This is an optimization exercise on Yosys and OpenROAD, whose aim is small area and a short achievable clock period, not a production implementation. The RTL was checked by simulation tests, not by an equivalence proof against the original design. Power figures rest on the tool's default switching activity, not on a simulated workload.

==> flow/design.v <==
package streebog_pkg;
  localparam int BLOCK_BITS = 512;
  localparam int LEN_W      = 10;
endpackage
module streebog_hsel (
  input  logic hold,
  input  logic sel_s,
  input  logic sel_p,
  input  logic h,
  input  logic s_n,
  input  logic p_n,
  output logic d
);
  assign d = ~((hold & ~h) | (sel_s & s_n) | (sel_p & p_n));
endmodule
module streebog_rdy (
  input  logic sl,
  input  logic m,
  input  logic nf_n,
  input  logic fr,
  input  logic nc,
  output logic y
);
  assign y = ~nf_n | (fr & m) | (nc & ~sl);
endmodule
module streebog_inv (
  input  logic a,
  output logic y
);
  assign y = ~a;
endmodule
module streebog_block_packer #(
  parameter int IN_WIDTH  = 64,
  parameter int OUT_DEPTH = 2
) (
  input  logic                               clk_i,
  input  logic                               rstn_i,
  input  logic                               abort_i,
  input  logic [IN_WIDTH-1:0]                s_data_i,
  input  logic                               s_valid_i,
  output logic                               s_ready_o,
  input  logic                               s_last_i,
  input  logic [$clog2(IN_WIDTH/8+1)-1:0]    s_nbytes_i,
  output logic [511:0]                       m_data_o,
  output logic                               m_valid_o,
  input  logic                               m_ready_i,
  output logic                               m_last_o,
  output logic [9:0]                         m_last_len_o,
  output logic                               busy_o
);
  logic [2:0]   cnt_q;
  logic         ready_q;
  logic         hd_v_q, sc_v_q;
  logic         rdy_full_q;  
  logic         rdy_fr_q;    
  logic         rdy_nc_q;    
  logic         s_rdy;
  logic         busy_q;
  logic [2:0]   cnt_d;
  logic         hd_v_d, sc_v_d;
  logic [447:0] asm_q;
  logic [511:0] hd_q, sc_q;    
  logic [7:0]   hd_md_q, sc_md_q, hd_md_d, pd_md_n;
  logic         s_last_n, s_last, m_ready_n, m_ready;
  logic         cnt7, closes, accept, push, pop, keep, clr;
  logic         hd_hold, hd_sc, hd_pd;
  logic [511:0] pd_n, hd_d;
  logic [7:0]   bm;         
  logic [63:0]  wd;         
  logic [3:0]   nb_eff;
  logic         pad_next;   
  logic [511:0] pd;         
  logic [6:0]   pd_len;
  logic         pd_last;
  streebog_inv u_last_inv (
    .a(s_last_i),
    .y(s_last_n)
  );
  assign s_last = ~s_last_n;
  streebog_inv u_ready_inv (
    .a(m_ready_i),
    .y(m_ready_n)
  );
  assign m_ready = ~m_ready_n;
  assign cnt7      = (cnt_q == 3'd7);
  assign closes    = s_last || cnt7;
  streebog_rdy u_rdy (
    .sl  (s_last_i),
    .m   (m_ready_i),
    .nf_n(rdy_full_q),
    .fr  (rdy_fr_q),
    .nc  (rdy_nc_q),
    .y   (s_ready_o)
  );
  assign s_rdy = ready_q && (!closes || !sc_v_q || m_ready);
  assign accept    = s_valid_i && s_rdy && !abort_i;
  assign push      = accept && closes;
  assign pop       = hd_v_q && m_ready && !abort_i;
  always_comb begin
    nb_eff = s_last ? s_nbytes_i : 4'd8;
    for (int j = 0; j < 8; j++) begin
      bm[j] = (nb_eff > 4'(j));
      for (int b = 0; b < 8; b++) wd[8*j+b] = s_data_i[8*j+b] && bm[j];
      if (nb_eff == 4'(j)) wd[8*j] = 1'b1;
    end
    pad_next = (nb_eff == 4'd8);
    for (int k = 0; k < 7; k++)
      pd[64*k +: 64] = asm_q[64*k +: 64] | (cnt_q == 3'(k) ? wd : 64'd0);
    pd[448 +: 64] = cnt7 ? wd : 64'd0;
    for (int k = 1; k < 8; k++)
      if (cnt_q == 3'(k - 1) && pad_next) pd[64*k] = 1'b1;
    pd_last = s_last;
    pd_len  = {cnt_q, 3'd0} + 7'(nb_eff);
  end
  always_comb begin
    cnt_d  = cnt_q;
    hd_v_d = hd_v_q;
    sc_v_d = sc_v_q;
    if (abort_i) begin
      cnt_d  = '0;
      hd_v_d = 1'b0;
      sc_v_d = 1'b0;
    end else begin
      if (accept) cnt_d = closes ? 3'd0 : cnt_q + 3'd1;
      if (push && !pop) begin
        hd_v_d = 1'b1;
        sc_v_d = hd_v_q;
      end else if (pop && !push) begin
        hd_v_d = sc_v_q;
        sc_v_d = 1'b0;
      end
    end
  end
  always_ff @(posedge clk_i or negedge rstn_i) begin
    if (!rstn_i) begin
      cnt_q   <= '0;
      ready_q <= 1'b0;
      hd_v_q  <= 1'b0;
      sc_v_q  <= 1'b0;
      busy_q  <= 1'b0;
    end else begin
      ready_q <= 1'b1;
      cnt_q   <= cnt_d;
      hd_v_q  <= hd_v_d;
      sc_v_q  <= sc_v_d;
      busy_q  <= (cnt_d != 3'd0) || hd_v_d;
    end
  end
  always_ff @(posedge clk_i or negedge rstn_i) begin
    if (!rstn_i) begin
      rdy_fr_q <= 1'b0;
      rdy_nc_q <= 1'b0;
    end else begin
      rdy_fr_q <= sc_v_d || (cnt_d == 3'd7);
      rdy_nc_q <= (cnt_d != 3'd7);
    end
  end
  always_ff @(posedge clk_i or negedge rstn_i) begin
    if (!rstn_i) rdy_full_q <= 1'b1;
    else         rdy_full_q <= sc_v_d;
  end
  assign keep = accept && !closes;
  assign clr  = !ready_q || abort_i || push;
  always_ff @(posedge clk_i) begin
    for (int k = 0; k < 7; k++)
      if (clr || cnt_q == 3'(k)) asm_q[64*k +: 64] <= keep ? s_data_i : 64'd0;
  end
  always_ff @(posedge clk_i) begin
    if (!sc_v_q || m_ready) begin
      sc_q    <= pd_n;       
      sc_md_q <= pd_md_n;    
    end
  end
  assign hd_hold = hd_v_q && !m_ready;
  assign hd_sc   = !hd_hold && sc_v_q;
  assign hd_pd   = !hd_hold && !sc_v_q;
  assign pd_n    = ~pd;
  for (genvar i = 0; i < 512; i++) begin : g_hd
    streebog_hsel u_hsel (
      .hold (hd_hold),
      .sel_s(hd_sc),
      .sel_p(hd_pd),
      .h    (hd_q[i]),
      .s_n  (sc_q[i]),
      .p_n  (pd_n[i]),
      .d    (hd_d[i])
    );
  end
  always_ff @(posedge clk_i) hd_q <= hd_d;
  assign pd_md_n = ~{pd_last, pd_len};
  for (genvar i = 0; i < 8; i++) begin : g_hm
    streebog_hsel u_hsel (
      .hold (hd_hold),
      .sel_s(hd_sc),
      .sel_p(hd_pd),
      .h    (hd_md_q[i]),
      .s_n  (sc_md_q[i]),
      .p_n  (pd_md_n[i]),
      .d    (hd_md_d[i])
    );
  end
  always_ff @(posedge clk_i) hd_md_q <= hd_md_d;
  assign m_valid_o    = hd_v_q;
  assign m_data_o     = hd_q;
  assign m_last_len_o = {hd_md_q[6:0], 3'd0};
  assign m_last_o     = hd_md_q[7];
  assign busy_o       = busy_q;
endmodule
export LEC_CHECK = 0
export CAP_MARGIN = 20
export CORE_MARGIN = 2
export CORE_UTILIZATION = 62
export CTS_BUF_LIST = sky130_fd_sc_hd__clkbuf_16
export CTS_CLUSTER_DIAMETER = 100
export CTS_CLUSTER_SIZE = 20
export SETUP_SLACK_MARGIN = 3.0
export SLEW_MARGIN = 20
create_clock -name core_clock -period 5.5 [get_ports {clk_i}]
standard.sh (not shown) runs the stock make flow with config.mk's settings and CLKGATE_MAP_FILE= SYNTH_SCRIPT=/design/flow/synth_recipe.tcl, a recipe that flattens the netlist after the stock synthesis.
==> flow/flow/run.sh <==
#!/bin/bash
# Layout flow: the standard ORFS flow (standard.sh) with these changes.
#  1. Synthesis keeps the bit-level helper modules streebog_hsel,
#     streebog_rdy and streebog_inv as black boxes; Yosys then fills them in
#     with the gates of flow/cells_map.v (an inverter and an a222oi per head
#     bit, nand3(nand2, nand2(inv)) for s_ready_o, and inverters that isolate
#     the other loads of s_last_i and m_ready_i). Every register comes from
#     the standard synthesis unchanged.
#  2. The port buffers of global placement are made as the smallest buffer
#     (timing repair still resizes any of them).
#  3. Pin placement keeps s_last_i, s_ready_o and m_ready_i together
#     (flow/io.tcl).
#  4. Clock tree synthesis with the cluster settings of config.mk and without
#     dummy loads.
set -euo pipefail
export BUFFER_PORTS_ARGS="-buffer_cell sky130_fd_sc_hd__buf_1"
export SYNTH_BLACKBOXES="streebog_hsel streebog_rdy streebog_inv"
export PRE_IO_PLACEMENT_TCL="$PWD/flow/io.tcl"
export CTS_ARGS="-sink_clustering_enable -repair_clock_nets -sink_clustering_size 20 -sink_clustering_max_diameter 100 -buf_list sky130_fd_sc_hd__clkbuf_16 -dont_use_dummy_load"
R="$PWD/orfs/results/${FLOW_PLATFORM}/streebog_block_packer/base"
LIB="$FLOW_HOME/platforms/${FLOW_PLATFORM}/lib/sky130_fd_sc_hd__tt_025C_1v80.lib"

bash standard.sh "$R/1_2_yosys.v" > synth.log 2>&1
cp "$R/1_2_yosys.v" netlist_synth.v
yosys -p "read_liberty -lib -ignore_miss_func $LIB; read_verilog netlist_synth.v; techmap -map flow/cells_map.v; opt_clean -purge; stat -liberty $LIB; write_verilog -noattr -noexpr -nohex -nodec netlist_mapped.v" > map_cells.log 2>&1
cp netlist_mapped.v "$R/1_2_yosys.v"
bash standard.sh > standard_flow.log 2>&1
Other scripts of this flow, unchanged in this note and not shown: flow/flow/cells_map.v, flow/flow/io.tcl
The starting point finished with timing, DRC and antenna clean.
Rerun with:
Settings changed: CORE_UTILIZATION 62 to 55.
Hold slack gets worse by 0.024 ns.
Utilization is lower by 7.9 points.
Flip-flop and latch count is unchanged.
Die area rose by 13%.
Sequential power barely changes.
Wire length grows by 3.1%.
Non-clock buffer count goes up by 6.
Global-route usage falls by 3.7 points.
Setup slack gets worse by 0.0088 ns.
Rerun with:
Settings changed: PLACE_DENSITY from default to 0.8.
Effect: Sequential share of layout area falls by 0.31 points. Design area rises slightly. Combinational power stays flat. Setup slack degrades by 0.023 ns.

[re-timing with driven ports]
No port has a modelled driver above. Below, the same layouts with a new extraction and two added sets of constraints.
Step 1, drivers: a clkbuf_16 drives clk_i and a buf_2 each remaining input, both assumed.
Step 2 also shifts input and output timing later by t, the mid clock arrival at the registers, as if the neighbouring blocks saw the same clock.
a / b / c = no drivers / after step 1 / after step 2; a / b = the first two.
run	t (ns)	slack for setup (ns)	clock arrival spread, ns	slew at the worst register clock pin (ns)	worst data-port slew with drivers (ns)
the first run	0.712	2.926 / 2.871 / 2.225	0.035 / 0.035	0.09 / 0.09	0.15
the second run	0.718	2.917 / 2.845 / 2.274	0.041 / 0.041	0.09 / 0.09	0.15
the third run	0.713	2.894 / 2.837 / 2.227	0.074 / 0.073	0.09 / 0.09	0.14
After both steps setup and hold are still met in every run listed. The setup slack of the first run, which loses most, moves by -0.055 ns with the drivers and by -0.701 ns with both steps.
